Background: an optimization exercise with open tools, aiming at small area, a short achievable clock period and few clock cycles. Do not read the settings as production practice.
Function was checked by simulation only, so behaviour that the tests miss may differ from the original.
Power and IR drop assume default switching activity.

===== flow/run.sh =====
#!/bin/bash
# synth_recipe.tcl (not shown) runs the flow's synth.tcl, then flattens the netlist and writes it again
# the make line also repeats each setting of config.mk as NAME=value (left out here)
make -C /OpenROAD-flow-scripts/flow DESIGN_CONFIG=/design/flow/config.mk WORK_HOME=/design/flow/orfs CLKGATE_MAP_FILE= SYNTH_SCRIPT=/design/flow/synth_recipe.tcl finish

===== flow/config.mk =====
export PLATFORM = sky130hd
export DESIGN_NAME = infix_expression_evaluator_unit
export DESIGN_NICKNAME = infix_expression_evaluator_unit
export VERILOG_FILES = /design/flow/design.v
export SDC_FILE = /design/flow/constraint.sdc
export NUM_CORES = 4
export LEC_CHECK = 0
export CAP_MARGIN = 20
export CORE_MARGIN = 2
export CORE_UTILIZATION = 40
export SETUP_SLACK_MARGIN = 5
export SLEW_MARGIN = 20

===== flow/constraint.sdc =====
create_clock -name core_clock -period 9.0 [get_ports {clock}]
set_input_delay 1.8000 -clock core_clock [delete_from_list [all_inputs] [get_ports {clock}]]
set_output_delay 1.8000 -clock core_clock [all_outputs]
set_load 0.01 [all_outputs]

===== flow/design.v =====
package iee_pkg;
   localparam int unsigned DATA_W = 32;
   localparam logic [7:0] CH_NEWLINE = 8'd10;
   localparam logic [7:0] CH_SPACE   = 8'd32;
   localparam logic [7:0] CH_STAR    = 8'd42;
   localparam logic [7:0] CH_PLUS    = 8'd43;
   localparam logic [7:0] CH_MINUS   = 8'd45;
   localparam logic [7:0] CH_SLASH   = 8'd47;
   localparam logic [7:0] CH_ZERO    = 8'd48;
   localparam logic [7:0] CH_NINE    = 8'd57;
   localparam logic [1:0] OP_LOAD = 2'd0;
   localparam logic [1:0] OP_MUL  = 2'd1;
   localparam logic [1:0] OP_DIV  = 2'd2;
   localparam logic [1:0] ST_OK      = 2'd0;
   localparam logic [1:0] ST_INVALID = 2'd1;
   localparam logic [1:0] ST_DIVZERO = 2'd2;
   localparam logic [1:0] PK_ADDSUB = 2'd0;
   localparam logic [1:0] PK_MULDIV = 2'd1;
   localparam logic [1:0] PK_END    = 2'd2;
   localparam logic [1:0] S_RUN   = 2'd0;   
   localparam logic [1:0] S_PEND  = 2'd1;   
   localparam logic [1:0] S_DIV   = 2'd2;   
   localparam logic [1:0] S_APPLY = 2'd3;   
endpackage
module iee_divider (
   input  logic [31:0] x,
   input  logic [31:0] rem,
   input  logic [31:0] divisor,
   input  logic [4:0]  pos,
   input  logic        bit_in,
   output logic [31:0] x_next,
   output logic [31:0] rem_next,
   output logic        next_bit
);
   logic        dneg;
   logic [32:0] addend;
   logic [32:0] diff;
   logic        qbit;
   logic [31:0] keep;
   logic [4:0]  pos_m1;
   assign dneg   = divisor[31];
   assign addend = dneg ? {1'b1, divisor} : {1'b1, ~divisor};
   iee_add #(.W(33)) u_add (
      .a   ({rem, bit_in}),
      .b   (addend),
      .cin (~dneg),
      .s   (diff)
   );
   assign qbit   = ~diff[32];
   always_comb begin
      for (int i = 0; i < 32; i++) keep[i] = (i[4:0] <= pos);
   end
   assign pos_m1   = pos - 5'd1;
   assign next_bit = x[pos_m1];
   assign rem_next = qbit ? diff[31:0] : {rem[30:0], bit_in};
   assign x_next   = {x[30:0], qbit} & keep;
endmodule
module iee_add #(
   parameter int W = 32
) (
   input  logic [W-1:0] a,
   input  logic [W-1:0] b,
   input  logic         cin,
   output logic [W-1:0] s
);
   logic [W-1:0] p, g;
   logic [W-1:0] gg [0:$clog2(W)];
   logic [W-1:0] pp [0:$clog2(W)];
   always_comb begin
      p = a ^ b;
      g = a & b;
      gg[0] = g;
      pp[0] = p;
      gg[0][0] = g[0] | (p[0] & cin);
      for (int l = 0; l < $clog2(W); l++) begin
         for (int i = 0; i < W; i++) begin
            if (i >= (1 << l)) begin
               gg[l+1][i] = gg[l][i] | (pp[l][i] & gg[l][i - (1 << l)]);
               pp[l+1][i] = pp[l][i] & pp[l][i - (1 << l)];
            end else begin
               gg[l+1][i] = gg[l][i];
               pp[l+1][i] = pp[l][i];
            end
         end
      end
      s[0] = p[0] ^ cin;
      for (int i = 1; i < W; i++) s[i] = p[i] ^ gg[$clog2(W)][i-1];
   end
endmodule
import iee_pkg::*;
module infix_expression_evaluator_unit (
   input  logic                        clock,
   input  logic                        reset,
   input  logic                        req_tvalid,
   output logic                        req_tready,
   input  logic [7:0]                  req_tdata,
   input  logic                        req_tlast,
   output logic                        rsp_tvalid,
   input  logic                        rsp_tready,
   output logic signed [31:0]          rsp_tdata,
   output logic [1:0]                  rsp_tuser
);
   logic        iv_q;
   logic        ic_dig_q, ic_as_q, ic_md_q, ic_nl_q, ic_inv_q, ia_q, il_q;
   logic [3:0]  id_q;
   logic        ip1_1_q, ip1_2_q, ip1_4_q, ip1_8_q, ip2_1_q, ip2_2_q, ineg_q;
   logic [1:0]  state_q, state_d;
   logic [31:0] sum_q, sum_d;
   logic [31:0] term_q, term_d;
   logic        ts_q, ts_d;
   logic [31:0] acc_q, acc_d;
   logic [31:0] rem_q, rem_d;
   logic [1:0]  op_q, op_d;
   logic        sign_q, sign_d;
   logic [1:0]  st_q, st_d;
   logic        fresh_q, fresh_d;
   logic        rv_q, rv_d;
   logic [1:0]  rst_q, rst_d;
   logic [1:0]  pk_q, pk_d;
   logic        pa_q, pa_d;
   logic        pl_q, pl_d;
   logic [4:0]  pos_q, pos_d;
   logic [4:0]  cnt_q, cnt_d;
   logic        qn_q, qn_d;
   logic        nb_q, nb_d;
   logic [7:0] c;
   logic       run, take, extra;
   assign c          = req_tdata;
   assign run        = (state_q == S_RUN);
   assign take       = run && iv_q;
   assign req_tready = !iv_q || run || extra;
   always_ff @(posedge clock) begin
      if (reset) begin
         iv_q <= 1'b0;
      end else if (req_tready) begin
         iv_q <= req_tvalid;
      end
      if (req_tready) begin
         ic_dig_q <= (c >= CH_ZERO) && (c <= CH_NINE);
         ic_as_q  <= (c == CH_PLUS) || (c == CH_MINUS);
         ic_md_q  <= (c == CH_STAR) || (c == CH_SLASH);
         ic_nl_q  <= (c == CH_NEWLINE);
         ic_inv_q <= !(((c >= CH_ZERO) && (c <= CH_NINE)) || (c == CH_SPACE) ||
                       (c == CH_PLUS) || (c == CH_MINUS) || (c == CH_STAR) ||
                       (c == CH_SLASH) || (c == CH_NEWLINE));
         ia_q     <= (c == CH_MINUS) || (c == CH_SLASH);
         il_q     <= req_tlast;
         id_q     <= c[3:0];
         ip1_1_q  <= (c[3:0] == 4'd1);
         ip1_2_q  <= (c[3:0] == 4'd2);
         ip1_4_q  <= (c[3:0] == 4'd3) || (c[3:0] == 4'd4) || (c[3:0] == 4'd5);
         ip1_8_q  <= (c[3:0] == 4'd6) || (c[3:0] == 4'd7) || (c[3:0] == 4'd8) ||
                     (c[3:0] == 4'd9);
         ip2_1_q  <= (c[3:0] == 4'd3) || (c[3:0] == 4'd5) || (c[3:0] == 4'd7) ||
                     (c[3:0] == 4'd9);
         ip2_2_q  <= (c[3:0] == 4'd6);
         ineg_q   <= (c[3:0] == 4'd3) || (c[3:0] == 4'd6) || (c[3:0] == 4'd7);
      end
   end
   logic [31:0] m, p1, p2;
   logic        p2neg;
   logic [31:0] acc_digit;
   assign m = term_q;
   assign p1 = ({32{ip1_1_q}} & m) | ({32{ip1_2_q}} & (m << 1)) |
               ({32{ip1_4_q}} & (m << 2)) | ({32{ip1_8_q}} & (m << 3));
   assign p2 = ({32{ip2_1_q}} & m) | ({32{ip2_2_q}} & (m << 1));
   assign p2neg = ineg_q;
   logic [31:0] o1, o2, o3, o4, s1, c1, s2, c2;
   assign o1 = acc_q << 3;
   assign o2 = {acc_q[30:0], p2neg};
   assign o3 = p1;
   assign o4 = p2neg ? ~p2 : p2;
   assign s1 = o1 ^ o2 ^ o3;
   assign c1 = {(o1[30:0] & o2[30:0]) | (o1[30:0] & o3[30:0]) | (o2[30:0] & o3[30:0]), 1'b0};
   assign s2 = s1 ^ c1 ^ o4;
   assign c2 = {(s1[30:0] & c1[30:0]) | (s1[30:0] & o4[30:0]) | (c1[30:0] & o4[30:0]), 1'b0};
   iee_add #(.W(32)) u_acc_add (
      .a   (s2),
      .b   (c2),
      .cin (1'b0),
      .s   (acc_digit)
   );
   logic [31:0] x_next, rem_next;
   logic        next_bit;
   iee_divider u_div (
      .x        (term_q),
      .rem      (rem_q),
      .divisor  (acc_q),
      .pos      (pos_q),
      .bit_in   (nb_q),
      .x_next   (x_next),
      .rem_next (rem_next),
      .next_bit (next_bit)
   );
   logic [31:0] dvd_mag;
   logic [4:0]  dvd_msb;
   logic        dvd_zero, dvd_min, dvd_neg;
   assign dvd_mag  = rem_q[31] ? (~rem_q + 32'd1) : rem_q;
   assign dvd_zero = (rem_q == 32'd0);
   assign dvd_min  = (rem_q == 32'h8000_0000);
   assign dvd_neg  = dvd_min || (ts_q ^ rem_q[31]);
   always_comb begin
      dvd_msb = 5'd0;
      for (int i = 0; i < 32; i++) if (dvd_mag[i]) dvd_msb = i[4:0];
   end
   logic a_addsub, a_muldiv, a_end, a_attr, a_last, a_close;
   assign a_addsub = run ? ic_as_q : (pk_q == PK_ADDSUB);
   assign a_muldiv = run ? ic_md_q : (pk_q == PK_MULDIV);
   assign a_end    = run ? ic_nl_q : (pk_q == PK_END);
   assign a_attr   = run ? ia_q    : pa_q;
   assign a_last   = run ? il_q    : pl_q;
   assign a_close  = a_addsub || a_muldiv || a_end;
   logic        apply, needs_div, dz;
   logic [31:0] f, sumv, total;
   logic        fs, fsub;
   logic [1:0]  st_close;
   logic        out_free;
   assign apply     = (state_q == S_APPLY);
   assign needs_div = !apply && (op_q == OP_DIV) && (acc_q != 32'd0);
   assign dz        = !apply && (op_q == OP_DIV) && (acc_q == 32'd0);
   assign f         = apply ? term_q : ((op_q == OP_DIV) ? 32'd0 : acc_q);
   assign fs        = apply ? qn_q : ts_q;
   assign sumv      = fresh_q ? 32'd0 : sum_q;
   assign fsub      = sign_q ^ fs;
   iee_add #(.W(32)) u_total_add (
      .a   (sumv),
      .b   (fsub ? ~f : f),
      .cin (fsub),
      .s   (total)
   );
   assign st_close  = (dz && st_q == ST_OK) ? ST_DIVZERO : st_q;
   assign out_free  = !rv_q || rsp_tready;
   logic ic_plain;
   assign ic_plain = iv_q && !il_q && !(ic_as_q || ic_md_q || ic_nl_q);
   always_comb begin
      extra = 1'b0;
      if (ic_plain) begin
         if (state_q == S_APPLY) begin
            unique case (pk_q)
               PK_ADDSUB: extra = !rv_q && !pl_q;
               PK_MULDIV: extra = pa_q && !pl_q;
               default:   extra = !rv_q;
            endcase
         end else if (state_q == S_PEND) begin
            extra = (pk_q == PK_END) && !rv_q && (op_q != OP_DIV);
         end
      end
   end
   always_comb begin
      state_d = state_q;
      sum_d   = sum_q;
      term_d  = term_q;
      ts_d    = ts_q;
      acc_d   = acc_q;
      rem_d   = rem_q;
      op_d    = op_q;
      sign_d  = sign_q;
      st_d    = st_q;
      fresh_d = fresh_q;
      rv_d    = rv_q && !rsp_tready;
      rst_d   = rst_q;
      pk_d    = pk_q;
      pa_d    = pa_q;
      pl_d    = pl_q;
      pos_d   = pos_q;
      cnt_d   = cnt_q;
      qn_d    = qn_q;
      nb_d    = nb_q;
      if (state_q == S_DIV) begin
         term_d = x_next;
         rem_d  = rem_next;
         nb_d   = next_bit;
         cnt_d  = cnt_q - 5'd1;
         if (cnt_q == 5'd0) state_d = S_APPLY;
      end else if (run && !(iv_q && a_close)) begin
         if (iv_q) begin
            if (ic_dig_q) acc_d = acc_digit;
            if (ic_inv_q) st_d = ST_INVALID;
            if (il_q) begin
               state_d = S_PEND;
               pk_d    = PK_END;
            end
         end
      end else begin
         pk_d = a_addsub ? PK_ADDSUB : (a_muldiv ? PK_MULDIV : PK_END);
         pa_d = a_attr;
         pl_d = a_last && !a_end;
         if (needs_div) begin
            term_d  = dvd_mag;
            rem_d   = 32'd0;
            qn_d    = dvd_neg ^ acc_q[31];
            pos_d   = dvd_msb;
            cnt_d   = dvd_msb;
            nb_d    = 1'b1;
            state_d = dvd_zero ? S_APPLY : S_DIV;
         end else if (a_muldiv) begin
            st_d   = st_close;
            term_d = a_attr ? 32'd1 : f;
            if (a_attr) rem_d = f;
            ts_d   = fs;
            acc_d  = 32'd0;
            op_d   = a_attr ? OP_DIV : OP_MUL;
            if (a_last) begin
               state_d = S_PEND;
               pk_d    = PK_END;
            end else begin
               state_d = S_RUN;
            end
         end else if (!out_free) begin
            state_d = apply ? S_APPLY : S_PEND;
         end else if (a_addsub) begin
            st_d    = st_close;
            sum_d   = total;
            fresh_d = 1'b0;
            sign_d  = a_attr;
            op_d    = OP_LOAD;
            term_d  = 32'd1;
            ts_d    = 1'b0;
            acc_d   = 32'd0;
            if (a_last) begin
               state_d = S_PEND;
               pk_d    = PK_END;
            end else begin
               state_d = S_RUN;
            end
         end else begin
            rv_d    = 1'b1;
            rst_d   = st_close;
            sum_d   = (st_close == ST_OK) ? total : 32'd0;
            fresh_d = 1'b1;
            sign_d  = 1'b0;
            op_d    = OP_LOAD;
            term_d  = 32'd1;
            ts_d    = 1'b0;
            acc_d   = 32'd0;
            st_d    = ST_OK;
            state_d = S_RUN;
         end
         if (extra) begin
            if (ic_dig_q) acc_d = {28'd0, id_q};
            if (ic_inv_q) st_d = ST_INVALID;
         end
      end
   end
   always_ff @(posedge clock) begin
      if (reset) begin
         state_q <= S_RUN;
         acc_q   <= 32'd0;
         term_q  <= 32'd1;
         ts_q    <= 1'b0;
         op_q    <= OP_LOAD;
         sign_q  <= 1'b0;
         st_q    <= ST_OK;
         fresh_q <= 1'b1;
         rv_q    <= 1'b0;
      end else begin
         state_q <= state_d;
         acc_q   <= acc_d;
         term_q  <= term_d;
         ts_q    <= ts_d;
         op_q    <= op_d;
         sign_q  <= sign_d;
         st_q    <= st_d;
         fresh_q <= fresh_d;
         rv_q    <= rv_d;
      end
      sum_q  <= sum_d;
      rem_q  <= rem_d;
      rst_q  <= rst_d;
      pk_q   <= pk_d;
      pa_q   <= pa_d;
      pl_q   <= pl_d;
      pos_q  <= pos_d;
      cnt_q  <= cnt_d;
      qn_q   <= qn_d;
      nb_q   <= nb_d;
   end
   assign rsp_tvalid = rv_q;
   assign rsp_tdata  = sum_q;
   assign rsp_tuser  = rst_q;
endmodule

==> impl_metrics.py, run 1 <==
metrics = {
    "synth": {
        "synth.avg_cell_area_sq_um": 8.38,
        "async_flop_share_pct": 0,
        "synth.cell_area_sq_um": 17900,
        "ys_types": 78,
        "yosys_register_bits": 175,
        "yosysSeqAreaShare_pct": 25.1,
        "yosys.area.top_type_share_pct": 16.8,
        "ys.flop_type": "edfxtp_1",
        "synth_area_leaders": "edfxtp_1, dfxtp_1, xnor2_1",
        "synth_edf_count": 100,
        "synth-warning-count": 8,
        "syn-num-nets": 2315,
        "synth_top_cell_by_area": "edfxtp_1",
        "synthCells": 2138,
    },
    "worst_setup_path": {
        "crit_type": "reg -> reg",
        "slowest_stage": "dfxtp_1",
        "start_kind": "flip-flop",
        "critPathMaxStageDelay_ns": 0.63,
        "crit_path_end_kind": "flip-flop",
        "crit_fanout": 10,
        "arrival_ns": 4.93,
        "cp_data_required_time_ns": 9.39,
        "cp_cell_sequence": "a22o_1 > a221oi_2 > fa_1 > inv_2 > fa_1 > ha_4 > a21o_1 > a21o_1 > buf_6 > nor3_4 > a211oi_2 > a221oi_4 > a31oi_4 > a21oi_4 > a2111oi_4 > or3_1 > a32o_1",
    },
    "final_layout": {
        "seq_area_sq_um": 4520,
        "postLayoutCoreUtil_pct": 47.7,
        "layout_commonest_cell": "nor2_1",
        "multi_input_area_sq_um": 13300,
        "layout_common_cells": "nor2_1, xnor2_1, inv_1",
        "design_area_sq_um": 21100,
        "areaGrowthSynthToFinish_pct": 17.8,
        "n_fill_cell": 4180,
        "drive_above_1_share_pct": 15.4,
        "num-nets-final": 2333,
        "antenna_cells": 0,
    },
    "cts": {
        "cts.htree.levels": 4,
        "clkLatencyLatePin_ns": 0.51,
        "cts_max_path_buffers": 2,
        "cts_tree": "built",
        "cts_buffers": 17,
        "clockRootBuffer": "clkbuf_16",
        "cts.sinks": 175,
        "clk_pin_slew_ns": 0.07,
    },
    "place": {
        "placed_cell_area_sq_um": 18900,
        "gp_congestion": 0.943,
        "io_buffers": 48,
        "dpl.hpwl_mm": 44.1,
    },
    "global_route": {
        "overflow": 0,
        "grt_pass1_vias": 16100,
        "antenna_found_initial": 1,
        "grt_max_degree": 85,
        "grt_pass1_wl_mm": 95.0,
        "grt_use_total_pct": 26.3,
    },
    "timing": {
        "finalCriticalPeriod_ns": 4.53,
        "post-route-period-util_pct": 50.4,
        "worstMarginPinSlew_ns": 1.08,
        "worst_clock_skew_ns": 0.0159,
        "fmax_mhz": 221,
        "slew_headroom_pct": 28.2,
        "maxSlewViolCount": 0,
        "setup_tns_ns": 0,
        "hold_slack_ns": 0.531,
        "rsz0062_at_grt": "true",
        "setup_violations": 0,
        "hold_viol": 0,
    },
    "power_and_ir_drop": {
        "swShare_pct": 40.0,
        "cellLeakagePower_nw": 8.14,
        "internal-power_w": 0.00198,
        "switchingPower_w": 0.00132,
        "seq_power_share_pct": 33.6,
        "p_clk_share_pct": 24.7,
        "peakVddDrop_mv": 0.159,
        "finalPower_w": 0.00330,
        "p_comb_share_pct": 41.7,
        "p_per_area_nw_per_um2": 157,
    },
    "floorplanning": {
        "die_area_sq_um": 46500,
        "design.core.area_sq_um": 44200,
        "start_util_pct": 40.5,
        "rows": 77,
        "die_x_um": 216,
        "die_height_um": 216,
        "io_pins": 49,
    },
    "detailed_routing": {
        "viasPerCell": 6.20,
        "drtIter0Drc": 2081,
        "wl_per_cell_um": 22.6,
        "drt_first_pass_iters": 6,
        "vias": 17100,
        "wl_mm": 62.3,
        "postRouteAntennaNets": 0,
        "drc": 0,
    },
    "job": {
        "drv_cap": 0,
    },
    "run_status": {
        "outcome": "timing/DRC/antenna clean",
    },
    "worst_hold_path": {
        "min_path_type": "reg -> reg",
    },
}
[registers in the layout (all words and copies together), names as in the netlist, 2 cells and up]
register,flops
rst_q,2
op_q,2
id_q,4
pos_q,5
acc_q,32
st_q,2
pk_q,2
sum_q,32
cnt_q,5
state_q,2
term_q,32
rem_q,32
[final timing paths]
kind / start / end / slack, ns / cells past startpoint
worst max-delay path: term_q[6] / acc_q[30] / 4.47 / 17
worst min-delay path: st_q[1] / st_q[1] / 0.53 / 2
worst max register to register: term_q[6] / acc_q[30] / 4.47 / 17
worst min register to register: st_q[1] / st_q[1] / 0.53 / 2
[power groups by stage]
stage	registers (W)	logic, W	clock network, W
after global routing	0.00112	0.00151	0.000860
after CTS	0.00110	0.00129	0.000835
final	0.00111	0.00138	0.000816
after global placement	0.00113	0.00118	0
after detailed placement	0.00113	0.00119	0
after floorplan	0.00102	0.000945	0
[timing repair]
action / CTS / global route
hold endpoints to repair: 0 / 0
gates resized for setup: 104 / 98
setup buffers: 52 / 28
pin swaps: 37 / 40
cloned: 3 / 3
endpoints found under the setup margin: 201 / 82
hold buffers: 0 / 0
[metrics by stage]
stage,instances,setup slack (ns)
6_report,2761,4.47
5_1_grt,2761,4.32
4_1_cts,2730,4.50
3_5_place_dp,2643,3.78
3_3_place_gp,2643,3.83
2_1_floorplan,2138,4.65
[worst max-delay path, delay by kind of cell, from the launching register on]
family,cells,cell delay (ns)
compound gates,10,1.87
buf+inv,2,0.19
flops,1,0.63
simple gates,2,0.44
fa+ha+maj,3,1.29
[cell families (layout without fill, tap and decap cells)]
logic type                 after synthesis  in the layout  synth area share, %
and+or+nand+nor                        622            623                 16.9
xor gates and xnor gates               212            212                 10.4
DFF                                    175            175                 25.1
adders and majority gates              164            164                 14.0
AOI/OAI and AO/OA                      655            656                 25.7
buffers and inverters                  292            321                 6.18
muxes                                   18             18                 1.72
[cells in the mapped netlist (43+ instances only)]
library cell and n:
a21o_1 59, a21oi_1 119, a221oi_1 44, a22o_1 45, a22oi_1 73, clkbuf_1 123, dfxtp_1 75, edfxtp_1 100
fa_1 61, ha_1 103, inv_1 133, nand2_1 120, nand3_1 43, nor2_1 191, nor2b_1 46, nor3_1 80
o21ai_0 95, xnor2_1 158, xor2_1 54
[per-layer routing]
layer / GRT usage, % / part of all wire (%) / vias up
li1: - / - / 7860
met1: 36.2 / 43 / 8336
met2: 40.9 / 45 / 786
met3: 4.72 / 7.8 / 147
met4: 10.3 / 3.9 / 0
met5: 0 / 0 / -
[layout make-up]
class                           count  area share (%)
Multi-Input combinational cell   1673            62.8
Sequential cell                   175            21.4
Timing Repair Buffer              156            7.05
Tap cell                          592            3.51
Inverter                          133            2.36
Clock buffer                       18            2.08
Clock inverter                     14           0.830
Testbench counts, summed over its fixed seeds: cycles 40,032.
==> run 2, diff against run 1 <==
--- a/flow/design.v
+++ b/flow/design.v
@@ -123,4 +123,5 @@
    logic [4:0]  cnt_q, cnt_d;
    logic        qn_q, qn_d;
+   logic        dz_q, dz_d;        
    logic        nb_q, nb_d;
    logic [7:0] c;
@@ -200,4 +201,6 @@
    assign dvd_min  = (rem_q == 32'h8000_0000);
    assign dvd_neg  = dvd_min || (ts_q ^ rem_q[31]);
+   logic dvs_zero;
+   assign dvs_zero = (acc_q == 32'd0);
    always_comb begin
       dvd_msb = 5'd0;
@@ -217,7 +220,7 @@
    logic        out_free;
    assign apply     = (state_q == S_APPLY);
-   assign needs_div = !apply && (op_q == OP_DIV) && (acc_q != 32'd0);
-   assign dz        = !apply && (op_q == OP_DIV) && (acc_q == 32'd0);
-   assign f         = apply ? term_q : ((op_q == OP_DIV) ? 32'd0 : acc_q);
+   assign needs_div = !apply && (op_q == OP_DIV);
+   assign dz        = apply && dz_q;
+   assign f         = apply ? term_q : acc_q;
    assign fs        = apply ? qn_q : ts_q;
    assign sumv      = fresh_q ? 32'd0 : sum_q;
@@ -266,4 +269,5 @@
       cnt_d   = cnt_q;
       qn_d    = qn_q;
+      dz_d    = dz_q;
       nb_d    = nb_q;
       if (state_q == S_DIV) begin
@@ -287,5 +291,6 @@
          pl_d = a_last && !a_end;
          if (needs_div) begin
-            term_d  = dvd_mag;
+            term_d  = dvs_zero ? 32'd0 : dvd_mag;
+            dz_d    = dvs_zero;
             rem_d   = 32'd0;
             qn_d    = dvd_neg ^ acc_q[31];
@@ -293,5 +298,5 @@
             cnt_d   = dvd_msb;
             nb_d    = 1'b1;
-            state_d = dvd_zero ? S_APPLY : S_DIV;
+            state_d = (dvd_zero || dvs_zero) ? S_APPLY : S_DIV;
          end else if (a_muldiv) begin
             st_d   = st_close;
@@ -374,4 +379,5 @@
       cnt_q  <= cnt_d;
       qn_q   <= qn_d;
+      dz_q   <= dz_d;
       nb_q   <= nb_d;
    end
--- a/flow/config.mk
+++ b/flow/config.mk
@@ -8,5 +8,5 @@
 export CAP_MARGIN = 20
 export CORE_MARGIN = 2
-export CORE_UTILIZATION = 40
+export CORE_UTILIZATION = 60
 export SETUP_SLACK_MARGIN = 5
 export SLEW_MARGIN = 20
==> run 2 against run 1 <==
- utilization grew 23 points
- non-clock buffer count shrank 6
- setup slack gained 0.11 ns
- clock skew shrank 0.0022 ns
==> impl_metrics.py, run 2 <==
metrics = {
    "synth": {
        "yosysSeqAreaShare_pct": 25.3,
        "ys.flop_type": "edfxtp_1",
        "syn-num-nets": 2269,
        "synth_top_cell_by_area": "edfxtp_1",
        "netlist_top_cells_count": "nor2_1, xnor2_1, inv_1",
        "synth-compound-area-share_pct": 24.2,
        "yosysMostFrequentCell": "nor2_1",
        "async_flop_share_pct": 0,
        "synth.cell_area_sq_um": 18000,
        "yosys.area_share.adder_pct": 14.0,
        "synth_xor_xnor_area_share_pct": 10.8,
        "synth.avg_cell_area_sq_um": 8.58,
        "synth_area_leaders": "edfxtp_1, dfxtp_1, xnor2_1",
        "synth_edf_count": 101,
        "synthSimpleGateAreaFrac_pct": 15.2,
        "ys_types": 82,
        "synthCells": 2092,
        "yosys.area.top_type_share_pct": 16.9,
        "synthMuxAreaShare_pct": 4.60,
        "yosys_register_bits": 176,
        "synth_top_family_by_area": "compound AO/OA/AOI/OAI gates",
        "synth-warning-count": 8,
    },
    "final_layout": {
        "num-nets-final": 2291,
        "drive_above_1_share_pct": 15.7,
        "antenna_cells": 0,
        "layout.cells.non_filler": 2517,
        "layout_commonest_cell": "nor2_1",
        "areaGrowthSynthToFinish_pct": 16.8,
        "postLayoutCoreUtil_pct": 71.0,
        "layout_common_cells": "nor2_1, xnor2_1, inv_1",
    },
    "floorplanning": {
        "rows": 63,
        "io_pins": 49,
        "start_util_pct": 60.7,
        "die_area_sq_um": 31300,
        "die_x_um": 177,
        "die_height_um": 177,
        "design.core.area_sq_um": 29600,
    },
    "worst_setup_path": {
        "crit_type": "reg -> reg",
        "start_kind": "flip-flop",
        "cp_data_required_time_ns": 9.36,
        "slowest_stage": "fa_1",
        "cp_cell_sequence": "buf_6 > buf_12 > a22o_1 > a221oi_2 > fa_1 > inv_1 > fa_1 > ha_4 > a21oi_2 > o21ai_2 > a211oi_2 > o21bai_1 > a41oi_2 > a21oi_2 > a311o_1 > a211oi_2 > xnor2_1 > a22o_1",
        "crit_path_end_kind": "flip-flop",
        "arrival_ns": 4.78,
        "crit_fanout": 7,
        "critPathMaxStageDelay_ns": 0.46,
    },
    "timing": {
        "rsz0062_at_grt": "true",
        "worst_clock_skew_ns": 0.0137,
        "hold_viol": 0,
        "finalCriticalPeriod_ns": 4.42,
        "hold_slack_ns": 0.500,
        "setup_tns_ns": 0,
        "worstMarginPinSlew_ns": 1.08,
        "maxSlewViolCount": 0,
        "fmax_mhz": 226,
        "slew_headroom_pct": 27.9,
        "post-route-period-util_pct": 49.1,
        "setup_violations": 0,
    },
    "cts": {
        "cts.htree.levels": 4,
        "cts_buffers": 17,
        "cts_max_path_buffers": 2,
        "cts.sinks": 176,
        "postCtsHoldBufs": 0,
        "cts_tree": "built",
        "clk_pin_slew_ns": 0.08,
        "clkLatencyLatePin_ns": 0.47,
        "clockRootBuffer": "clkbuf_16",
    },
    "power_and_ir_drop": {
        "cellLeakagePower_nw": 7.98,
        "finalPower_w": 0.00318,
        "p_per_area_nw_per_um2": 152,
        "peakVddDrop_mv": 0.166,
    },
    "place": {
        "dpl.hpwl_mm": 40.3,
        "dpl.cell_count": 2403,
        "gp_congestion": 0.953,
        "io_buffers": 48,
    },
    "global_route": {
        "overflow": 0,
        "antenna_found_initial": 0,
        "grt_max_degree": 67,
        "grt_pass1_wl_mm": 85.9,
        "grt_pass1_vias": 15500,
        "grt_use_total_pct": 35.2,
    },
    "detailed_routing": {
        "wl_mm": 57.2,
        "drt_first_pass_iters": 8,
        "vias": 16700,
        "viasPerCell": 6.64,
        "drtIter0Drc": 1811,
        "postRouteAntennaNets": 0,
        "drc": 0,
        "wl_per_cell_um": 22.7,
    },
    "job": {
        "drv_cap": 0,
    },
    "worst_hold_path": {
        "min_path_type": "reg -> reg",
    },
    "run_status": {
        "outcome": "timing/DRC/antenna clean",
    },
}
==> run 2: cell types whose count changed after synthesis, moves of 12 or more <==
| cell | change |
|---|---|
| nor3_1 | -37 |
| mux2i_1 | +49 |
| o22ai_1 | +38 |
| o221ai_1 | -12 |
| a21o_1 | -17 |
| a22oi_1 | -22 |
==> run 2: metrics by stage <==
step	instance area [sq um]	setup WS [ns]
2_1_floorplan	18200	5.00
3_3_place_gp	18700	4.08
3_5_place_dp	18700	3.96
4_1_cts	19800	4.72
5_1_grt	21000	4.42
6_report	21000	4.58
==> run 2: worst paths after layout <==
kind	startpoint	endpoint	slack (ns)	cells past startpoint
worst max register to register	ip1_1_q	acc_q[30]	4.58	18
worst min register to register	op_q[1]	op_q[1]	0.50	2
worst min-delay path	op_q[1]	op_q[1]	0.50	2
worst max-delay path	ip1_1_q	acc_q[30]	4.58	18
==> run 2: power by group <==
| group | total (W) | leakage, nW | switching [W] | internal, W |
|---|---|---|---|---|
| logic | 0.00132 | 6.12 | 0.000746 | 0.000577 |
| clock network | 0.000774 | 0.292 | 0.000389 | 0.000385 |
| registers | 0.00108 | 1.58 | 0.000145 | 0.000939 |
==> run 2: repair_timing <==
item / CTS / global route
pin swaps: 9 / 68
setup endpoints to repair: 80 / 64
cloned: 0 / 6
setup buffers: 22 / 54
resized for setup: 68 / 109
==> run 2: area by class of cell <==
class	count	area (sq um)
clock inverters	13	139
inverters	131	492
fillers	2380	8590
well taps	390	488
repair buffers	150	1480
clock buffers	19	453
flip-flops and latches	176	4550
multi-input cells	1638	13400
==> run 2: cells by family after synthesis <==
kind of cell / after synthesis
simple gates: 565
compound gates: 622
mux: 69
flops: 176
buf+inv: 278
fa+ha+maj: 164
xor+xnor: 218
==> run 2: critical path: cells and delay by family, from the launching register on <==
kind            cells  cell delay [ns]
buf+inv             3             0.37
fa+ha+maj           3             1.14
xor+xnor            1             0.10
flops               1             0.40
compound gates     11             2.27
==> run 2: layer usage <==
metal	track usage, %	up-vias	part of all wire [%]
met5	0	-	0
met4	14.2	0	3.6
met3	6.55	140	7.8
met2	56.5	763	47
met1	47.0	8111	42
li1	-	7696	-
Testbench counts of run 2, summed over its fixed seeds: cycles 40,047.
==> run 3, diff against run 2 <==
--- a/flow/config.mk
+++ b/flow/config.mk
@@ -8,5 +8,5 @@
 export CAP_MARGIN = 20
 export CORE_MARGIN = 2
-export CORE_UTILIZATION = 60
+export CORE_UTILIZATION = 40
 export SETUP_SLACK_MARGIN = 5
 export SLEW_MARGIN = 20
==> run 3 against run 2 <==
- maximum frequency is 2.8% higher
- combinational power barely moved
- register-to-register slack improved by 0.12 ns
- wire length rose by 0.75%
- flip-flop and latch count unchanged
- power fell by 0.47%
- final cell count rose by 7.9%
==> impl_metrics.py, run 3 <==
metrics = {
    "cts": {
        "clkLatencyLatePin_ns": 0.47,
        "cts_buffers": 17,
        "clk_pin_slew_ns": 0.07,
        "cts.sinks": 176,
        "clockRootBuffer": "clkbuf_16",
        "cts_tree": "built",
        "cts_max_path_buffers": 2,
        "cts.htree.levels": 4,
    },
    "synth": {
        "async_flop_share_pct": 0,
        "synth_top_cell_by_area": "edfxtp_1",
        "synth_edf_count": 101,
        "synthCells": 2092,
        "yosys_register_bits": 176,
        "ys_types": 82,
        "yosysSeqAreaShare_pct": 25.3,
        "ys.flop_type": "edfxtp_1",
        "netlist_top_cells_count": "nor2_1, xnor2_1, inv_1",
        "synth.avg_cell_area_sq_um": 8.58,
        "yosysMostFrequentCell": "nor2_1",
        "synth.cell_area_sq_um": 18000,
        "syn-num-nets": 2269,
        "yosys.area.top_type_share_pct": 16.9,
        "synth_area_leaders": "edfxtp_1, dfxtp_1, xnor2_1",
        "synth-warning-count": 8,
    },
    "place": {
        "placed_cell_area_sq_um": 19000,
        "dpl.hpwl_mm": 41.9,
        "gp_congestion": 0.911,
        "io_buffers": 48,
        "pre_cts_slack_ns": 3.87,
        "dpl.cell_count": 2606,
    },
    "timing": {
        "rsz0062_at_grt": "true",
        "worst_clock_skew_ns": 0.0123,
        "fin_ws_ns": 4.70,
        "hold_viol": 0,
        "maxSlewViolCount": 0,
        "slew_headroom_pct": 26.8,
        "worstMarginPinSlew_ns": 1.09,
        "post-route-period-util_pct": 47.8,
        "setup_violations": 0,
        "finalCriticalPeriod_ns": 4.30,
        "setup_tns_ns": 0,
        "fmax_mhz": 233,
    },
    "worst_setup_path": {
        "start_kind": "flip-flop",
        "crit_path_end_kind": "flip-flop",
        "cp_cell_sequence": "buf_4 > a22o_1 > a221oi_2 > fa_1 > inv_2 > fa_1 > ha_4 > o21ai_4 > buf_4 > a21o_1 > a31oi_4 > a21boi_4 > a21oi_4 > a221oi_2 > o211a_1 > nor2b_4 > xnor2_1 > a22o_1",
        "cp_data_required_time_ns": 9.36,
        "crit_fanout": 6,
        "arrival_ns": 4.66,
        "critPathMaxStageDelay_ns": 0.52,
        "slowest_stage": "edfxtp_1",
        "crit_type": "reg -> reg",
        "rr_worst_depth": 18,
    },
    "worst_hold_path": {
        "hold_depth": 1,
        "min_path_type": "reg -> reg",
    },
    "power_and_ir_drop": {
        "seq_power_share_pct": 34.2,
        "switchingPower_w": 0.00123,
        "p_clk_share_pct": 25.0,
        "swShare_pct": 38.7,
        "p_per_area_nw_per_um2": 150,
        "internal-power_w": 0.00194,
        "p_comb_share_pct": 40.8,
        "peakVddDrop_mv": 0.146,
        "cellLeakagePower_nw": 7.97,
    },
    "global_route": {
        "overflow": 0,
        "grt_pass1_vias": 15600,
        "grt_max_degree": 67,
        "grt_pass1_wl_mm": 88.5,
        "antenna_found_initial": 0,
        "grt_use_total_pct": 24.0,
    },
    "final_layout": {
        "layout.cells.non_filler": 2715,
        "layout_commonest_cell": "nor2_1",
        "layout_common_cells": "nor2_1, xnor2_1, inv_1",
        "design_area_sq_um": 21200,
        "areaGrowthSynthToFinish_pct": 17.9,
        "drive_above_1_share_pct": 15.3,
        "num-nets-final": 2287,
        "antenna_cells": 0,
    },
    "floorplanning": {
        "io_pins": 49,
        "rows": 77,
        "die_x_um": 216,
        "die_area_sq_um": 46600,
        "design.core.area_sq_um": 44200,
        "start_util_pct": 40.6,
        "die_height_um": 216,
    },
    "detailed_routing": {
        "postRouteAntennaNets": 0,
        "drtIter0Drc": 1468,
        "drc": 0,
        "wl_mm": 57.6,
        "drt_first_pass_iters": 6,
        "wl_per_cell_um": 21.2,
        "viasPerCell": 5.99,
        "vias": 16300,
    },
    "job": {
        "drv_cap": 0,
    },
    "run_status": {
        "outcome": "timing/DRC/antenna clean",
    },
}
run 3: changes by cell type in the layout (fill, tap and decap cells not counted), sizes merged:
cell,previous run,this run
bufinv,0,2
dlygate4sd2,1,0
clkbuf,24,25
clkinv,6,3
bufbuf,0,2
buf,98,93
run 3: stage by stage:
step,util (%),hold slack [ns],total power (W)
6_report,47.9,0.475,0.00317
5_1_grt,47.9,0.486,0.00336
4_1_cts,46.0,0.473,0.00308
3_5_place_dp,42.9,0.457,0.00221
3_3_place_gp,42.9,0.451,0.00220
2_1_floorplan,-,0.463,0.00192
run 3: final cells by class:
type / instances / area, sq um
clock buffer: 20 / 469
tap: 592 / 741
timing repair buffer: 146 / 1450
sequential: 176 / 4540
inverter: 131 / 492
clock inverter: 12 / 128
multi-input combinational: 1638 / 13400
fill: 4135 / 23000
run 3: path summary, 6_finish.rpt:
check,slack (ns),from,end
worst min-delay path,0.48,fresh_q,fresh_q
worst min register to register,0.48,fresh_q,fresh_q
worst max register to register,4.70,ip1_2_q,acc_q[29]
worst max-delay path,4.70,ip1_2_q,acc_q[29]
run 3: cell families after synthesis:
group,count (synthesis),synth area share [%]
simple gates,565,15.2
flops,176,25.3
buf+inv,278,5.93
xor+xnor,218,10.8
fa+ha+maj,164,14.0
mux,69,4.60
compound gates,622,24.2
run 3: metal layers:
| layer | global-route usage, % | wire length (um) | vias up |
|---|---|---|---|
| li1 | - | - | 7682 |
| met1 | 32.0 | 25100 | 7912 |
| met2 | 39.7 | 27400 | 571 |
| met3 | 2.85 | 3130 | 111 |
| met4 | 9.54 | 1910 | 0 |
| met5 | 0 | 0 | - |
run 3: worst max-delay path, delay by kind of cell (launching register included):
family | cells | cell delay (ns)
buf+inv | 3 | 0.40
simple gates | 1 | 0.13
compound gates | 10 | 1.78
flops | 1 | 0.52
fa+ha+maj | 3 | 1.24
xor+xnor | 1 | 0.11
run 3: power groups by stage:
stage	logic, W	registers (W)	clock network, W
floorplan	0.000928	0.000994	0
CTS	0.00120	0.00108	0.000806
detailed placement	0.00111	0.00110	0
global placement	0.00109	0.00110	0
finish	0.00129	0.00108	0.000792
global route	0.00143	0.00109	0.000836
run 3: timing repair:
action / CTS / global route
cloned: 2 / 4
setup buffers: 34 / 36
pin swaps: 26 / 82
setup endpoints to repair: 80 / 63
hold buffers: 0 / 0
resized for setup: 80 / 107
==> run 4, diff against run 3 <==
--- a/flow/config.mk
+++ b/flow/config.mk
@@ -9,4 +9,4 @@
 export CORE_MARGIN = 2
 export CORE_UTILIZATION = 40
-export SETUP_SLACK_MARGIN = 5
+export SETUP_SLACK_MARGIN = 4
 export SLEW_MARGIN = 20
==> run 4 against run 3 <==
- utilization shrank 3.7 points
- critical path depth is the same
- combinational power is 14% lower
- cell area fell by 7.7%
- final cell count decreased by 2.5%
- die area unchanged
- clock-buffer cell count is 2 higher
- first-iteration DRC count rose by 2.1%
- global-route usage down 1.0 points
- area after synthesis did not move
- register-to-register slack worse by 0.45 ns
- wire length down 6.6%
- critical path type unchanged
- highest routed layer unchanged
==> impl_metrics.py, run 4 <==
metrics = {
    "run_status": {
        "outcome": "timing/DRC/antenna clean",
    },
    "synth": {
        "syn-num-nets": 2269,
        "synth_area_leaders": "edfxtp_1, dfxtp_1, xnor2_1",
        "async_flop_share_pct": 0,
        "yosys.area.top_type_share_pct": 16.9,
        "yosysMostFrequentCell": "nor2_1",
        "synth-warning-count": 8,
        "synth_edf_count": 101,
        "synth.avg_cell_area_sq_um": 8.58,
        "netlist_top_cells_count": "nor2_1, xnor2_1, inv_1",
        "synth_top_cell_by_area": "edfxtp_1",
        "yosys_register_bits": 176,
        "synth.cell_area_sq_um": 18000,
        "ys_types": 82,
        "yosysSeqAreaShare_pct": 25.3,
        "ys.flop_type": "edfxtp_1",
        "synthCells": 2092,
    },
    "floorplanning": {
        "die_height_um": 216,
        "design.core.area_sq_um": 44200,
        "io_pins": 49,
        "die_x_um": 216,
        "rows": 77,
        "start_util_pct": 40.6,
        "die_area_sq_um": 46600,
    },
    "timing": {
        "maxSlewViolCount": 0,
        "slew_headroom_pct": 30.2,
        "rsz0062_at_grt": "true",
        "hold_viol": 0,
        "fin_ws_ns": 4.25,
        "setup_violations": 0,
        "finalCriticalPeriod_ns": 4.75,
        "post-route-period-util_pct": 52.7,
        "worst_clock_skew_ns": 0.0134,
        "fmax_mhz": 211,
        "worstMarginPinSlew_ns": 1.04,
        "setup_tns_ns": 0,
    },
    "final_layout": {
        "design_area_sq_um": 19500,
        "drive_above_1_share_pct": 6.52,
        "layout_commonest_cell": "nor2_1",
        "areaGrowthSynthToFinish_pct": 8.87,
        "layout.cells.non_filler": 2648,
        "postLayoutCoreUtil_pct": 44.2,
        "antenna_cells": 0,
        "layout_common_cells": "nor2_1, xnor2_1, inv_1",
        "num-nets-final": 2220,
    },
    "detailed_routing": {
        "vias": 16000,
        "drc": 0,
        "viasPerCell": 6.04,
        "wl_mm": 53.8,
        "postRouteAntennaNets": 0,
        "drt_first_pass_iters": 8,
        "wl_per_cell_um": 20.3,
        "drtIter0Drc": 1499,
    },
    "global_route": {
        "grt_max_degree": 67,
        "grt_use_total_pct": 23.0,
        "overflow": 0,
        "grt_pass1_vias": 15200,
        "grt_pass1_wl_mm": 85.1,
        "antenna_found_initial": 0,
    },
    "power_and_ir_drop": {
        "p_per_area_nw_per_um2": 152,
        "cellLeakagePower_nw": 7.40,
        "peakVddDrop_mv": 0.156,
    },
    "worst_setup_path": {
        "critPathMaxStageDelay_ns": 0.48,
        "r2r-start": "ip1_2_q",
        "crit_fanout": 7,
        "slowest_stage": "edfxtp_1",
        "arrival_ns": 5.11,
        "path_depth": 18,
        "crit_buf_inv": 3,
        "rr_worst_depth": 18,
        "start_kind": "flip-flop",
        "crit_type": "reg -> reg",
        "crit_path_end_kind": "flip-flop",
        "reg2reg_setup_slack_ns": 4.25,
        "path_delay_family": "compound AO/OA/AOI/OAI gates",
        "critPathCapture": "acc_q[29]",
        "crit_path_start": "ip1_2_q",
        "cp_data_required_time_ns": 9.36,
        "timing.rr.end": "acc_q[29]",
        "cp_cell_sequence": "buf_4 > buf_4 > a22o_1 > a221oi_1 > fa_1 > inv_1 > fa_1 > ha_1 > and2_1 > a22oi_1 > nor2b_1 > a21boi_2 > a21oi_1 > a221oi_1 > o211a_1 > nor2b_1 > xnor2_1 > a22o_1",
    },
    "place": {
        "placed_cell_area_sq_um": 18800,
        "dpl.cell_count": 2605,
        "pre_cts_slack_ns": 3.64,
        "io_buffers": 48,
        "gp_congestion": 0.909,
        "dpl.hpwl_mm": 41.4,
    },
    "cts": {
        "clockRootBuffer": "clkbuf_16",
        "cts_max_path_buffers": 2,
        "postCtsHoldBufs": 0,
        "cts.htree.levels": 4,
        "cts_buffers": 17,
        "cts.sinks": 176,
        "clkLatencyLatePin_ns": 0.47,
        "clk_pin_slew_ns": 0.07,
        "cts_tree": "built",
    },
    "worst_hold_path": {
        "min_path_type": "reg -> reg",
    },
    "job": {
        "drv_cap": 0,
    },
}
[run 4: cell types whose count changed in the layout (fill, tap and decap cells not counted), moves of 9 or more]
cell / change
o21ai_0: +9
ha_4: -15
ha_1: +21
a21oi_1: +14
buf_4: -47
a221oi_1: +19
a21oi_2: -10
a221oi_2: -18
[run 4: per-stage QoR]
step / hold WS [ns] / power (W)
final: 0.469 / 0.00296
after global routing: 0.514 / 0.00314
after CTS: 0.474 / 0.00296
after detailed placement: 0.458 / 0.00218
after global placement: 0.453 / 0.00216
after floorplan: 0.463 / 0.00189
[run 4: kinds of logic (layout without fill, tap and decap cells)]
logic type / count (synthesis) / after routing / share of synthesized area [%]
AO/OA/AOI/OAI: 622 / 622 / 24.2
XOR/XNOR: 218 / 218 / 10.8
adder cells (fa/ha/maj): 164 / 164 / 14.0
buffers and inverters: 278 / 242 / 5.93
flip-flops: 176 / 176 / 25.3
multiplexers: 69 / 69 / 4.60
AND/OR/NAND/NOR: 565 / 565 / 15.2
[run 4: worst min-delay path by stage]
| stage | from | endpoint | slack [ns] | depth (start not counted) |
|---|---|---|---|---|
| after floorplan | op_q[1] | op_q[1] | 0.46 | 2 |
| after global placement | fresh_q | fresh_q | 0.45 | 1 |
| after detailed placement | fresh_q | fresh_q | 0.46 | 1 |
| after CTS | fresh_q | fresh_q | 0.47 | 1 |
| after global routing | fresh_q | fresh_q | 0.51 | 1 |
| final | fresh_q | fresh_q | 0.47 | 1 |
[run 4: what timing repair did]
action,4_1_cts,5_1_grt
gates cloned,0,0
endpoints found under the setup margin,10,16
pin swaps,0,0
resized for setup,2,16
setup buffers,6,4
[run 4: report_power, final]
group	leakage, nW	internal [W]	switching, W
sequential	1.57	0.000939	0.000136
combinational	5.54	0.000459	0.000653
clock	0.286	0.000424	0.000350
total	7.40	0.00182	0.00114
[run 4: final cells by class]
class,instances,area (sq um)
fillers,4379,24700
flip-flops and latches,176,4540
inverters,131,492
multi-input cells,1638,12400
clock buffers,22,498
well taps,592,741
repair buffers,79,729
clock inverters,10,101
[run 4: metal layers]
layer | up-vias | track usage, % | routed length, um
li1 | 7542 | - | -
met1 | 7772 | 30.1 | 23400
met2 | 535 | 37.6 | 25000
met3 | 135 | 3.21 | 3120
met4 | 0 | 10.5 | 2290
met5 | - | 0 | 0
==> run 5, diff against run 4 <==
--- a/flow/design.v
+++ b/flow/design.v
@@ -26,6 +26,6 @@
    input  logic [31:0] x,
    input  logic [31:0] rem,
-   input  logic [31:0] divisor,
-   input  logic [4:0]  pos,
+   input  logic [32:0] diff,
+   input  logic [4:0]  cnt,
    input  logic        bit_in,
    output logic [31:0] x_next,
@@ -33,26 +33,11 @@
    output logic        next_bit
 );
-   logic        dneg;
-   logic [32:0] addend;
-   logic [32:0] diff;
-   logic        qbit;
-   logic [31:0] keep;
-   logic [4:0]  pos_m1;
-   assign dneg   = divisor[31];
-   assign addend = dneg ? {1'b1, divisor} : {1'b1, ~divisor};
-   iee_add #(.W(33)) u_add (
-      .a   ({rem, bit_in}),
-      .b   (addend),
-      .cin (~dneg),
-      .s   (diff)
-   );
-   assign qbit   = ~diff[32];
+   logic qbit;
+   assign qbit = ~diff[32];
    always_comb begin
-      for (int i = 0; i < 32; i++) keep[i] = (i[4:0] <= pos);
+      for (int i = 0; i < 32; i++) x_next[i] = (i[4:0] == cnt) ? qbit : x[i];
    end
-   assign pos_m1   = pos - 5'd1;
-   assign next_bit = x[pos_m1];
+   assign next_bit = x[cnt - 5'd1];
    assign rem_next = qbit ? diff[31:0] : {rem[30:0], bit_in};
-   assign x_next   = {x[30:0], qbit} & keep;
 endmodule
 module iee_add #(
@@ -120,5 +105,4 @@
    logic        pa_q, pa_d;
    logic        pl_q, pl_d;
-   logic [4:0]  pos_q, pos_d;
    logic [4:0]  cnt_q, cnt_d;
    logic        qn_q, qn_d;
@@ -183,10 +167,11 @@
    );
    logic [31:0] x_next, rem_next;
+   logic [32:0] sum33;
    logic        next_bit;
    iee_divider u_div (
       .x        (term_q),
       .rem      (rem_q),
-      .divisor  (acc_q),
-      .pos      (pos_q),
+      .diff     (sum33),
+      .cnt      (cnt_q),
       .bit_in   (nb_q),
       .x_next   (x_next),
@@ -224,12 +209,18 @@
    assign f         = apply ? term_q : acc_q;
    assign fs        = apply ? qn_q : ts_q;
+   logic        dividing;
+   logic [32:0] add_a, add_b;
+   assign dividing  = (state_q == S_DIV);
    assign sumv      = fresh_q ? 32'd0 : sum_q;
-   assign fsub      = sign_q ^ fs;
-   iee_add #(.W(32)) u_total_add (
-      .a   (sumv),
-      .b   (fsub ? ~f : f),
+   assign fsub      = dividing ? !acc_q[31] : (sign_q ^ fs);
+   assign add_a     = dividing ? {rem_q, nb_q} : {1'b0, sumv};
+   assign add_b     = fsub ? ~{f[31], f} : {f[31], f};
+   iee_add #(.W(33)) u_total_add (
+      .a   (add_a),
+      .b   (add_b),
       .cin (fsub),
-      .s   (total)
+      .s   (sum33)
    );
+   assign total = sum33[31:0];
    assign st_close  = (dz && st_q == ST_OK) ? ST_DIVZERO : st_q;
    assign out_free  = !rv_q || rsp_tready;
@@ -266,5 +257,4 @@
       pa_d    = pa_q;
       pl_d    = pl_q;
-      pos_d   = pos_q;
       cnt_d   = cnt_q;
       qn_d    = qn_q;
@@ -295,5 +285,4 @@
             rem_d   = 32'd0;
             qn_d    = dvd_neg ^ acc_q[31];
-            pos_d   = dvd_msb;
             cnt_d   = dvd_msb;
             nb_d    = 1'b1;
@@ -376,5 +365,4 @@
       pa_q   <= pa_d;
       pl_q   <= pl_d;
-      pos_q  <= pos_d;
       cnt_q  <= cnt_d;
       qn_q   <= qn_d;
--- a/flow/config.mk
+++ b/flow/config.mk
@@ -9,4 +9,4 @@
 export CORE_MARGIN = 2
 export CORE_UTILIZATION = 40
-export SETUP_SLACK_MARGIN = 4
+export SETUP_SLACK_MARGIN = 5
 export SLEW_MARGIN = 20
==> run 5 against run 4 <==
- maximum frequency rose by 2.2%
- wire length rose by 2.2%
- sequential share of layout area fell by 0.92 points
- global-route usage rose by 2.8 points
- synthesized cell count fell by 8.4%
- die area fell by 8.3%
- area after synthesis fell by 8.4%
- largest power group is now sequential cells
==> impl_metrics.py, run 5 <==
metrics = {
    "run_status": {
        "outcome": "timing/DRC/antenna clean",
    },
    "worst_setup_path": {
        "r2r-start": "state_q[0]",
        "cp_data_required_time_ns": 9.18,
        "arrival_ns": 4.83,
        "start_kind": "flip-flop",
        "rr_worst_depth": 19,
        "timing.rr.end": "rem_q[27]",
        "reg2reg_setup_slack_ns": 4.35,
        "crit_fanout": 24,
        "crit_path_end_kind": "flip-flop",
        "crit_type": "reg -> reg",
    },
    "timing": {
        "post-route-period-util_pct": 51.6,
        "finalCriticalPeriod_ns": 4.65,
        "worst_clock_skew_ns": 0.0220,
        "setup_tns_ns": 0,
        "rsz0062_at_grt": "true",
        "fmax_mhz": 215,
        "maxSlewViolCount": 0,
        "setup_violations": 0,
        "fin_ws_ns": 4.35,
        "worstMarginPinSlew_ns": 1.09,
        "hold_viol": 0,
        "slew_headroom_pct": 27.3,
    },
    "synth": {
        "ys_types": 84,
        "synth_area_leaders": "edfxtp_1, dfxtp_1, fa_1",
        "yosysMostFrequentCell": "nand2_1",
        "synth_edf_count": 96,
        "ys.flop_type": "edfxtp_1",
        "netlist_top_cells_count": "nand2_1, inv_1, a21oi_1",
        "async_flop_share_pct": 0,
        "synth.avg_cell_area_sq_um": 8.58,
        "synth.cell_area_sq_um": 16400,
        "synth-warning-count": 8,
        "yosysSeqAreaShare_pct": 26.7,
        "yosys_register_bits": 171,
        "syn-num-nets": 2061,
        "synth_top_cell_by_area": "edfxtp_1",
        "synthCells": 1917,
        "yosys.area.top_type_share_pct": 17.5,
    },
    "place": {
        "dpl.hpwl_mm": 36.6,
        "pre_cts_slack_ns": 3.52,
        "placed_cell_area_sq_um": 17400,
        "dpl.cell_count": 2372,
        "io_buffers": 48,
        "gp_congestion": 0.885,
    },
    "cts": {
        "postCtsHoldBufs": 0,
        "clkLatencyLatePin_ns": 0.47,
        "cts.sinks": 171,
        "cts.htree.levels": 4,
        "cts_buffers": 17,
        "cts_max_path_buffers": 2,
        "clockRootBuffer": "clkbuf_16",
        "clk_pin_slew_ns": 0.07,
        "cts_tree": "built",
    },
    "final_layout": {
        "n_fill_cell": 3807,
        "num-nets-final": 2102,
        "drive_above_1_share_pct": 16.8,
        "multi_input_area_sq_um": 11800,
        "layout.cells.non_filler": 2503,
        "design_area_sq_um": 19700,
        "areaGrowthSynthToFinish_pct": 20.1,
        "layout_commonest_cell": "nand2_1",
        "seq_area_sq_um": 4400,
        "antenna_cells": 0,
        "layout_common_cells": "nand2_1, inv_1, nor2_1",
    },
    "detailed_routing": {
        "vias": 15500,
        "wl_mm": 55.0,
        "wl_per_cell_um": 22.0,
        "drc": 0,
        "postRouteAntennaNets": 0,
        "drtIter0Drc": 1669,
        "viasPerCell": 6.19,
        "drt_first_pass_iters": 7,
    },
    "floorplanning": {
        "rows": 74,
        "die_height_um": 207,
        "die_x_um": 207,
        "die_area_sq_um": 42700,
        "io_pins": 49,
        "design.core.area_sq_um": 40700,
        "start_util_pct": 40.4,
    },
    "power_and_ir_drop": {
        "p_per_area_nw_per_um2": 102,
        "cellLeakagePower_nw": 7.89,
        "switchingPower_w": 0.000616,
        "seq_power_share_pct": 42.9,
        "p_clk_share_pct": 38.5,
        "swShare_pct": 30.7,
        "internal-power_w": 0.00139,
        "peakVddDrop_mv": 0.137,
        "p_comb_share_pct": 18.6,
    },
    "job": {
        "drv_cap": 0,
    },
    "worst_hold_path": {
        "whs_endpoint": "fresh_q",
        "hold_depth": 1,
        "holdCritStartpoint": "fresh_q",
        "min_path_type": "reg -> reg",
    },
    "global_route": {
        "grt_pass1_vias": 14800,
        "overflow": 0,
        "grt_use_total_pct": 25.8,
        "antenna_found_initial": 0,
        "grt_pass1_wl_mm": 85.4,
        "grt_max_degree": 78,
    },
}
## run 5: cell count changes after synthesis, moves of 16 or more
cell	delta
nor3_1	-21
xor2_1	+21
xnor2_1	-87
nand2b_1	+16
nor2_1	-75
o221ai_1	+31
o22ai_1	-22
ha_1	-32
buf_1	+17
a211oi_1	-17
nand3_1	+70
clkbuf_1	-25
## run 5: final cells by class
| cell class | count | share of cell area (%) |
|---|---|---|
| repair buffers | 170 | 9.42 |
| flip-flops and latches | 171 | 22.3 |
| multi-input cells | 1478 | 59.7 |
| well taps | 532 | 3.37 |
| clock inverters | 12 | 0.501 |
| clock buffers | 20 | 2.48 |
| inverters | 120 | 2.30 |
## run 5: logic make-up after synthesis
group,after synthesis,share of synthesized area [%]
AND/OR/NAND/NOR,574,17.8
flip-flops,171,26.7
adder cells (fa/ha/maj),131,12.7
multiplexers,73,5.22
buffers and inverters,269,6.35
AO/OA/AOI/OAI,548,23.1
XOR/XNOR,151,8.14
## run 5: power groups by stage
| stage | clock network, W | logic (W) | registers [W] |
|---|---|---|---|
| after detailed placement | 0 | 0.000316 | 0.000882 |
| after global placement | 0 | 0.000313 | 0.000881 |
| after floorplan | 0 | 0.000223 | 0.000875 |
| final | 0.000773 | 0.000374 | 0.000860 |
| after CTS | 0.000783 | 0.000348 | 0.000860 |
| after global routing | 0.000819 | 0.000408 | 0.000862 |
## run 5: how the worst max path moves through the flow
| stage | from | endpoint | slack [ns] | cells after the start |
|---|---|---|---|---|
| after CTS | ip1_1_q | acc_q[30] | 4.39 | 17 |
| after detailed placement | state_q[0] | term_q[29] | 3.52 | 16 |
| after global placement | state_q[0] | term_q[29] | 3.64 | 16 |
| final | state_q[0] | rem_q[27] | 4.35 | 19 |
| after floorplan | ip1_1_q | acc_q[30] | 4.62 | 17 |
| after global routing | ip1_1_q | acc_q[30] | 4.21 | 17 |
## run 5: through the flow
stage / util (%) / total power [W] / hold slack [ns]
final: 48.5 / 0.00201 / 0.467
after global routing: 48.5 / 0.00209 / 0.498
after CTS: 47.3 / 0.00199 / 0.474
after detailed placement: 42.6 / 0.00120 / 0.458
after global placement: 42.6 / 0.00119 / 0.447
after floorplan: - / 0.00110 / 0.436
## run 5: routing by layer
| metal | global-route usage (%) | wire length [um] | up-vias | share of wire [%] |
|---|---|---|---|---|
| met1 | 36.0 | 23600 | 7615 | 43 |
| li1 | - | - | 7081 | - |
| met3 | 4.69 | 4270 | 100 | 7.8 |
| met4 | 8.26 | 1660 | 0 | 3.0 |
| met2 | 40.6 | 25400 | 709 | 46 |
| met5 | 0 | 0 | - | 0 |
## run 5: timing repair
item	CTS	global route
setup endpoints to repair	111	103
pin swaps	77	33
buffers inserted	63	23
cloned	12	1
gates resized for setup	117	73
## run 5: critical path, cell delays in order, from the launching register on
cell	delay, ns
dfxtp_4	0.40
nand2_1	0.09
clkbuf_8	0.31
mux2i_1	0.45
xor2_1	0.14
ha_1	0.41
nand2_1	0.15
a21o_1	0.22
a21oi_2	0.19
o211ai_1	0.11
buf_4	0.17
a2111o_1	0.41
and4_4	0.20
a211oi_4	0.25
buf_12	0.16
buf_12	0.10
buf_12	0.13
buf_16	0.14
mux2i_1	0.21
o22ai_1	0.10
Testbench counts of run 5, summed over its fixed seeds: cycles 40,047.
==> run 6, diff against run 5 <==
--- a/flow/design.v
+++ b/flow/design.v
@@ -188,7 +188,29 @@
    logic dvs_zero;
    assign dvs_zero = (acc_q == 32'd0);
+   logic [7:0] dvd_nib, dvs_nib, dvs_nib_above;
+   logic       q_zero;
    always_comb begin
-      dvd_msb = 5'd0;
-      for (int i = 0; i < 32; i++) if (dvd_mag[i]) dvd_msb = i[4:0];
+      for (int k = 0; k < 8; k++) begin
+         dvd_nib[k] = |dvd_mag[4*k +: 4];
+         dvs_nib[k] = acc_q[31] ? !(&acc_q[4*k +: 4]) : (|acc_q[4*k +: 4]);
+      end
+      dvs_nib_above[7] = 1'b0;
+      for (int k = 6; k >= 0; k--) dvs_nib_above[k] = dvs_nib_above[k+1] | dvs_nib[k+1];
+   end
+   assign q_zero = dvs_zero || ((dvd_nib & ~dvs_nib_above) == 8'd0);
+   logic [15:0] lz16;
+   logic [7:0]  lz8;
+   logic [3:0]  lz4;
+   logic [1:0]  lz2;
+   always_comb begin
+      dvd_msb[4] = |dvd_mag[31:16];
+      lz16       = dvd_msb[4] ? dvd_mag[31:16] : dvd_mag[15:0];
+      dvd_msb[3] = |lz16[15:8];
+      lz8        = dvd_msb[3] ? lz16[15:8] : lz16[7:0];
+      dvd_msb[2] = |lz8[7:4];
+      lz4        = dvd_msb[2] ? lz8[7:4] : lz8[3:0];
+      dvd_msb[1] = |lz4[3:2];
+      lz2        = dvd_msb[1] ? lz4[3:2] : lz4[1:0];
+      dvd_msb[0] = lz2[1];
    end
    logic a_addsub, a_muldiv, a_end, a_attr, a_last, a_close;
@@ -281,5 +303,5 @@
          pl_d = a_last && !a_end;
          if (needs_div) begin
-            term_d  = dvs_zero ? 32'd0 : dvd_mag;
+            term_d  = q_zero ? 32'd0 : dvd_mag;
             dz_d    = dvs_zero;
             rem_d   = 32'd0;
@@ -287,5 +309,5 @@
             cnt_d   = dvd_msb;
             nb_d    = 1'b1;
-            state_d = (dvd_zero || dvs_zero) ? S_APPLY : S_DIV;
+            state_d = (dvd_zero || q_zero) ? S_APPLY : S_DIV;
          end else if (a_muldiv) begin
             st_d   = st_close;
==> run 6 against run 5 <==
- still clean
- clock skew is 0.0070 ns lower
- cell area is 6.0% higher
- setup slack better by 0.10 ns
- global-route usage is 0.076 points higher
- register-to-register slack better by 0.10 ns
- largest power group is now combinational logic
==> impl_metrics.py, run 6 <==
metrics = {
    "synth": {
        "synth_area_leaders": "edfxtp_1, dfxtp_1, fa_1",
        "syn-num-nets": 2101,
        "yosysMostFrequentCell": "nand2_1",
        "yosysSeqAreaShare_pct": 26.0,
        "netlist_top_cells_count": "nand2_1, inv_1, nor2_1",
        "yosys.area.top_type_share_pct": 17.1,
        "ys.flop_type": "edfxtp_1",
        "synthCells": 1956,
        "synth.cell_area_sq_um": 16800,
        "synth-warning-count": 8,
        "yosys_register_bits": 171,
        "ys_types": 91,
        "synth_edf_count": 96,
        "async_flop_share_pct": 0,
        "synth.avg_cell_area_sq_um": 8.61,
        "synth_top_cell_by_area": "edfxtp_1",
    },
    "timing": {
        "post-route-period-util_pct": 50.5,
        "maxSlewViolCount": 0,
        "worst_clock_skew_ns": 0.0150,
        "fin_ws_ns": 4.46,
        "slew_headroom_pct": 19.6,
        "worstMarginPinSlew_ns": 1.20,
        "setup_tns_ns": 0,
        "finalCriticalPeriod_ns": 4.54,
        "rsz0062_at_grt": "true",
        "setup_violations": 0,
        "fmax_mhz": 220,
        "hold_viol": 0,
    },
    "final_layout": {
        "postLayoutCoreUtil_pct": 50.1,
        "antenna_cells": 0,
        "drive_above_1_share_pct": 22.1,
        "layout_common_cells": "nand2_1, inv_1, nor2_1",
        "num-nets-final": 2168,
        "areaGrowthSynthToFinish_pct": 24.3,
        "layout_commonest_cell": "nand2_1",
    },
    "cts": {
        "cts_tree": "built",
        "cts_buffers": 17,
        "cts.htree.levels": 4,
        "cts.sinks": 171,
        "clkLatencyLatePin_ns": 0.48,
        "clk_pin_slew_ns": 0.07,
        "cts_max_path_buffers": 2,
        "clockRootBuffer": "clkbuf_16",
    },
    "floorplanning": {
        "die_area_sq_um": 43800,
        "io_pins": 49,
        "start_util_pct": 40.3,
        "rows": 75,
        "die_height_um": 209,
        "die_x_um": 209,
        "design.core.area_sq_um": 41800,
    },
    "place": {
        "dpl.hpwl_mm": 39.5,
        "gp_congestion": 0.923,
        "pre_cts_slack_ns": 3.45,
        "io_buffers": 48,
    },
    "detailed_routing": {
        "drtIter0Drc": 1505,
        "wl_mm": 57.5,
        "drc": 0,
        "drt_first_pass_iters": 7,
        "vias": 16100,
        "wl_per_cell_um": 22.3,
        "postRouteAntennaNets": 0,
        "viasPerCell": 6.26,
    },
    "global_route": {
        "overflow": 0,
        "grt_use_total_pct": 25.9,
        "grt_pass1_wl_mm": 89.1,
        "grt_pass1_vias": 15700,
        "antenna_found_initial": 1,
        "grt_max_degree": 51,
    },
    "worst_hold_path": {
        "hold_depth": 2,
        "holdCritStartpoint": "op_q[0]",
        "min_path_type": "reg -> reg",
    },
    "worst_setup_path": {
        "cp_data_required_time_ns": 9.34,
        "r2r-start": "acc_q[31]",
        "crit_path_end_kind": "flip-flop",
        "crit_type": "reg -> reg",
        "reg2reg_setup_slack_ns": 4.46,
        "rr_worst_depth": 22,
        "crit_path_start": "acc_q[31]",
        "arrival_ns": 4.88,
        "start_kind": "flip-flop",
        "crit_fanout": 7,
    },
    "job": {
        "drv_cap": 0,
    },
    "power_and_ir_drop": {
        "cellLeakagePower_nw": 8.03,
        "p_per_area_nw_per_um2": 346,
        "peakVddDrop_mv": 0.189,
    },
    "run_status": {
        "outcome": "timing/DRC/antenna clean",
    },
}
==> run 6: repair_timing <==
| item | in CTS | in global routing |
|---|---|---|
| endpoints found under the hold margin | 0 | 0 |
| setup endpoints to repair | 108 | 100 |
| hold buffers | 0 | 0 |
| resized for setup | 141 | 101 |
| pin swaps | 67 | 70 |
| buffers inserted | 68 | 50 |
| cloned | 10 | 1 |
==> run 6: cell families after synthesis <==
logic type / after synthesis / share of synthesized area [%]
XOR/XNOR: 152 / 7.90
adder cells (fa/ha/maj): 132 / 12.5
AO/OA/AOI/OAI: 595 / 24.8
AND/OR/NAND/NOR: 545 / 17.0
buffers and inverters: 282 / 6.39
flip-flops: 171 / 26.0
multiplexers: 79 / 5.46
==> run 6: final cells by class <==
cell class              count  area, sq um
well taps                 539          674
fillers                  3861        20800
flip-flops and latches    171         4390
clock inverters            13          118
clock buffers              19          454
multi-input cells        1505        12800
repair buffers            200         2000
inverters                 128          480
==> run 6: power breakdown <==
part           switching [W]  internal (W)
Clock               0.000385      0.000383
Sequential          0.000302       0.00113
Combinational        0.00274       0.00231
==> run 6: final timing paths <==
kind / endpoint
worst max-delay path: term_q[28]
worst min-delay path: op_q[0]
worst max register to register: term_q[28]
worst min register to register: op_q[0]
==> run 6: worst max-delay path, cell delays in order, from the launching register on <==
cell      delay (ns)
dfxtp_2         0.33
buf_12          0.13
nor2b_4         0.12
a211oi_2        0.31
nor2_4          0.08
buf_12          0.16
xor2_2          0.17
ha_1            0.33
nor2b_4         0.14
o31a_1          0.31
o31a_1          0.33
o41ai_4         0.36
a21o_1          0.25
a31o_4          0.20
a21o_4          0.15
a211oi_4        0.06
buf_6           0.18
buf_12          0.14
buf_12          0.13
a21boi_4        0.17
buf_6           0.13
buf_12          0.13
a211oi_2        0.07
==> run 6: metrics by stage <==
step	power (W)	cell area (sq um)	cells	hold slack [ns]
finish	0.00725	20900	2575	0.503
global route	0.00770	20900	2575	0.530
CTS	0.00682	20000	2524	0.500
detailed placement	0.00527	18000	2414	0.482
global placement	0.00522	18000	2414	0.467
floorplan	0.00429	17400	1956	0.451
==> run 6: metal layers <==
metal	track usage [%]	share of wire [%]	vias up
li1	-	-	7348
met1	34.1	42	8014
met2	41.9	47	656
met3	5.62	7.5	112
met4	9.46	2.9	0
met5	0	0	-
Testbench counts of run 6, summed over its fixed seeds: cycles 38,127.

[what the ideal ports hide]
In the flow no input, the clock included, has a driving cell. The finished layouts below were timed again as built, in two steps.
Step 1: set_driving_cell puts a clkbuf_16 on clock and a buf_2 on each other input, an assumption about the parent block.
Step 2 moves the port delays by t, midway between the first and last clock arrival at a register: inputs arrive t later, outputs are due t later. That takes back most of the time a late clock gives input paths.
Three values: ideal, step 1, step 2; two values: the first two.
run | t, ns | setup WS [ns] | worst setup path after step 2 | latest minus earliest clock arrival (ns)
run 1 | 0.554 | 4.465 / 4.465 / 4.465 | register to register | 0.016 / 0.016
run 2 | 0.523 | 4.579 / 4.579 / 4.579 | register to register | 0.014 / 0.014
run 3 | 0.518 | 4.701 / 4.701 / 4.701 | register to register | 0.013 / 0.013
run 4 | 0.522 | 4.253 / 4.253 / 4.253 | register to register | 0.014 / 0.013
run 5 | 0.508 | 4.355 / 4.355 / 4.355 | register to register | 0.024 / 0.024
run 6 | 0.526 | 4.456 / 4.456 / 4.456 | register to register | 0.015 / 0.015
After both steps setup and hold are still met in every run listed.
